Source: an optimization exercise on an open RTL-to-GDS flow (aim: small area). Production flows keep margins and buffers that such runs may drop.
Power is estimated from default activity; no workload was simulated. The clock port is modelled as an ideal driver; clocking choices that lean on that would not hold on a real chip.

Design r_debug_mw, start of the top module:
module r_debug_mw #(
   parameter int ADDR_BYTES  = 4,
   parameter int MAX_WORDS   = 16,
   parameter int TIMEOUT_CYC = 4096
) (
   input  logic        clk,
   input  logic        reset,
   output logic [63:0] O_TDATA,
   output logic        O_TVALID,
   output logic        O_TLAST,
   input  logic        O_TREADY,
   input  logic [63:0] I_TDATA,
   input  logic        I_TVALID,
   input  logic        I_TLAST,
   output logic        I_TREADY,
   output logic [7:0]  tx_data,
   output logic        tx_has_data,
   input  logic        tx_data_consume,
   input  logic [7:0]  rx_data,
   output logic        rx_has_space,
   input  logic        rx_data_produce,
   output logic        busy,
   output logic        err_sticky
);
Size: ~1600 cells after synthesis, ~590 flip-flops, roughly 160 I/O pins, roughly 0.024 mm² of cells after synthesis.
==> flow/config.mk <==
export PLATFORM = sky130hd
export DESIGN_NAME = r_debug_mw
export DESIGN_NICKNAME = r_debug_mw
export VERILOG_FILES = /design/flow/design.v
export SDC_FILE = /design/flow/constraint.sdc
export NUM_CORES = 4
export LEC_CHECK = 0
export CAP_MARGIN = 20
export CORE_MARGIN = 2
export CORE_UTILIZATION = 65
export PLACE_DENSITY = 0.75
export SLEW_MARGIN = 20
==> flow/constraint.sdc <==
create_clock -name core_clock -period 6.0 [get_ports {clk}]
set_input_delay 1.2000 -clock core_clock [delete_from_list [all_inputs] [get_ports {clk}]]
set_output_delay 1.2000 -clock core_clock [all_outputs]
set_load 0.01 [all_outputs]
standard.sh (not shown) runs the stock make flow with config.mk's settings and CLKGATE_MAP_FILE= SYNTH_SCRIPT=/design/flow/synth_recipe.tcl, a recipe that flattens the netlist after the stock synthesis.
==> flow/flow/run.sh <==
#!/bin/bash
# Standard ORFS layout; port buffers use the smallest buffer and CTS skips dummy loads.
set -euo pipefail
export BUFFER_PORTS_ARGS="-buffer_cell sky130_fd_sc_hd__buf_1"
export CTS_ARGS="-sink_clustering_enable -repair_clock_nets -dont_use_dummy_load -sink_clustering_size 30 -sink_clustering_max_diameter 100 -buf_list sky130_fd_sc_hd__clkbuf_16"
bash standard.sh > standard.log 2>&1
The starting point ran to the end with no violations.
Change:
==> flow/flow/run.sh (replaced) <==
#!/bin/bash
# Standard ORFS layout; port buffers use the smallest buffer and CTS skips dummy loads.
set -euo pipefail
export BUFFER_PORTS_ARGS="-buffer_cell sky130_fd_sc_hd__buf_1"
export CTS_ARGS="-sink_clustering_enable -repair_clock_nets -dont_use_dummy_load -sink_clustering_size 16 -sink_clustering_max_diameter 60 -buf_list sky130_fd_sc_hd__clkbuf_8"
bash standard.sh > standard.log 2>&1
After rerunning:
- first-iteration DRC count is lower by 10%
- via count stays flat
- routed wire length grows by 0.78%
- setup slack barely changes
No functional check of the RTL was part of any run of this note.


r_debug_mw, a different RTL version from the one above (not shown whole).
Size in the first run: about 1700 cells after synthesis, about 590 flip-flops, about 160 I/O pins, about 25000 sq um of cells after synthesis.
==> flow/design.v (excerpt) <==
module r_debug_mw #(
   parameter int ADDR_BYTES  = 4,
   parameter int MAX_WORDS   = 16,
   parameter int TIMEOUT_CYC = 4096
) (
   input  logic        clk,
   input  logic        reset,
   output logic [63:0] O_TDATA,
   output logic        O_TVALID,
   output logic        O_TLAST,
   input  logic        O_TREADY,
   input  logic [63:0] I_TDATA,
   input  logic        I_TVALID,
   input  logic        I_TLAST,
   output logic        I_TREADY,
   output logic [7:0]  tx_data,
   output logic        tx_has_data,
   input  logic        tx_data_consume,
   input  logic [7:0]  rx_data,
   output logic        rx_has_space,
   input  logic        rx_data_produce,
   output logic        busy,
   output logic        err_sticky
);
   localparam logic [3:0] IDLE = 4'd0, CNT = 4'd1, ADDR = 4'd2, PAYLOAD = 4'd3,
                          MREQ = 4'd4, MRESP = 4'd5, TXDATA = 4'd6, TXACK = 4'd7, TXWAIT = 4'd8;
   logic [3:0]   state;
   logic [511:0] sb;           
   logic [31:2]  addr;
   logic [4:0]   n;            
   logic [1:0]   opc;          
   logic [5:0]   c;            
   logic [11:0]  tcnt;
   logic [3:0]   p;            
   logic         swap, zero, tmo, drain, tx_ld;
   logic         rx_ok, is_rd, is_wrs, is_fill, a, last_pay, acc, wr_en, cap, tx_free;
   logic [4:0]   e;
   logic [63:0]  beat;
   assign a            = addr[2];
   assign is_rd        = (opc == 2'b11);
   assign is_wrs       = (opc == 2'b10);
   assign is_fill      = (opc == 2'b01);
   assign rx_has_space = (state[3:2] == 2'b00);
   assign busy         = (state != IDLE);
   assign O_TVALID     = (state == MREQ);
   assign rx_ok        = rx_data_produce && rx_has_space;
   assign e            = n + {4'd0, a} + 5'd1;           
  ...
clock: 6.0 ns
lec_check: 0
cap_margin: 20
core_margin: 2
core_utilization: 40
slew_margin: 20
run.sh (not shown) runs the stock make flow with config.mk's settings and CLKGATE_MAP_FILE= SYNTH_SCRIPT=/design/flow/synth_recipe.tcl, a recipe that flattens the netlist after the stock synthesis.
Stock flow here: none of the scripts above is used.
The first run completed without violations.
Next try:
- ABC_AREA: not set -> 1
- CORE_UTILIZATION: 40 -> 65
- CTS_BUF_LIST: not set -> sky130_fd_sc_hd__clkbuf_4
- CTS_CLUSTER_SIZE: not set -> 20
- PLACE_DENSITY: not set -> 0.75
After rerunning: The new run ran to the end with no violations. Clock-buffer cell count rises by 134. Worst setup slack loses 10 ps. Global-route usage increases by 14 points.
Next try:
- ABC_AREA: 1 -> not set
- CTS_BUF_LIST: sky130_fd_sc_hd__clkbuf_4 -> sky130_fd_sc_hd__clkbuf_8
- CTS_CLUSTER_SIZE: 20 -> 30
The new run went through all stages and came out clean.
Routed wire length drops by 1.7%.
Register-to-register slack is worse by 290 ps.
Sequential power is about the same.
Utilization is lower by 0.21 points.
No run of this note included a check of the RTL's function; only the layout flow was run.

==> what the ideal ports hide <==
No port has a modelled driver above. Below, the same layouts with a new extraction and two added sets of constraints. Step 1 sets driving cells, clkbuf_16 on the clock port and buf_2 on the other inputs (assumed; they add their load-dependent delay and slew). Step 2 also shifts input and output timing later by t, the mid clock arrival at the registers, as if the neighbouring blocks saw the same clock. Three values: ideal, step 1, step 2; two values: the first two.
| run | t, ns | setup slack, ns | hold slack, ns | worst setup path after step 2 |
|---|---|---|---|---|
| the first run of note 1 | 0.619 | 0.307 / 0.250 / 0.869 | 0.536 / 0.536 / 0.536 | register to output |
| the second run of note 1 | 0.678 | 0.306 / 0.253 / 0.931 | 0.523 / 0.523 / 0.523 | register to output |
| the first run of note 2 | 0.685 | 0.250 / 0.187 / 0.872 | 0.489 / 0.489 / 0.489 | register to output |
| the second run of note 2 | 0.885 | 0.239 / 0.186 / 1.071 | 0.453 / 0.453 / 0.453 | register to output |
| the third run of note 2 | 0.702 | 0.399 / 0.348 / 1.051 | 0.482 / 0.482 / 0.482 | register to output |
After both steps setup and hold are still met in every run listed.
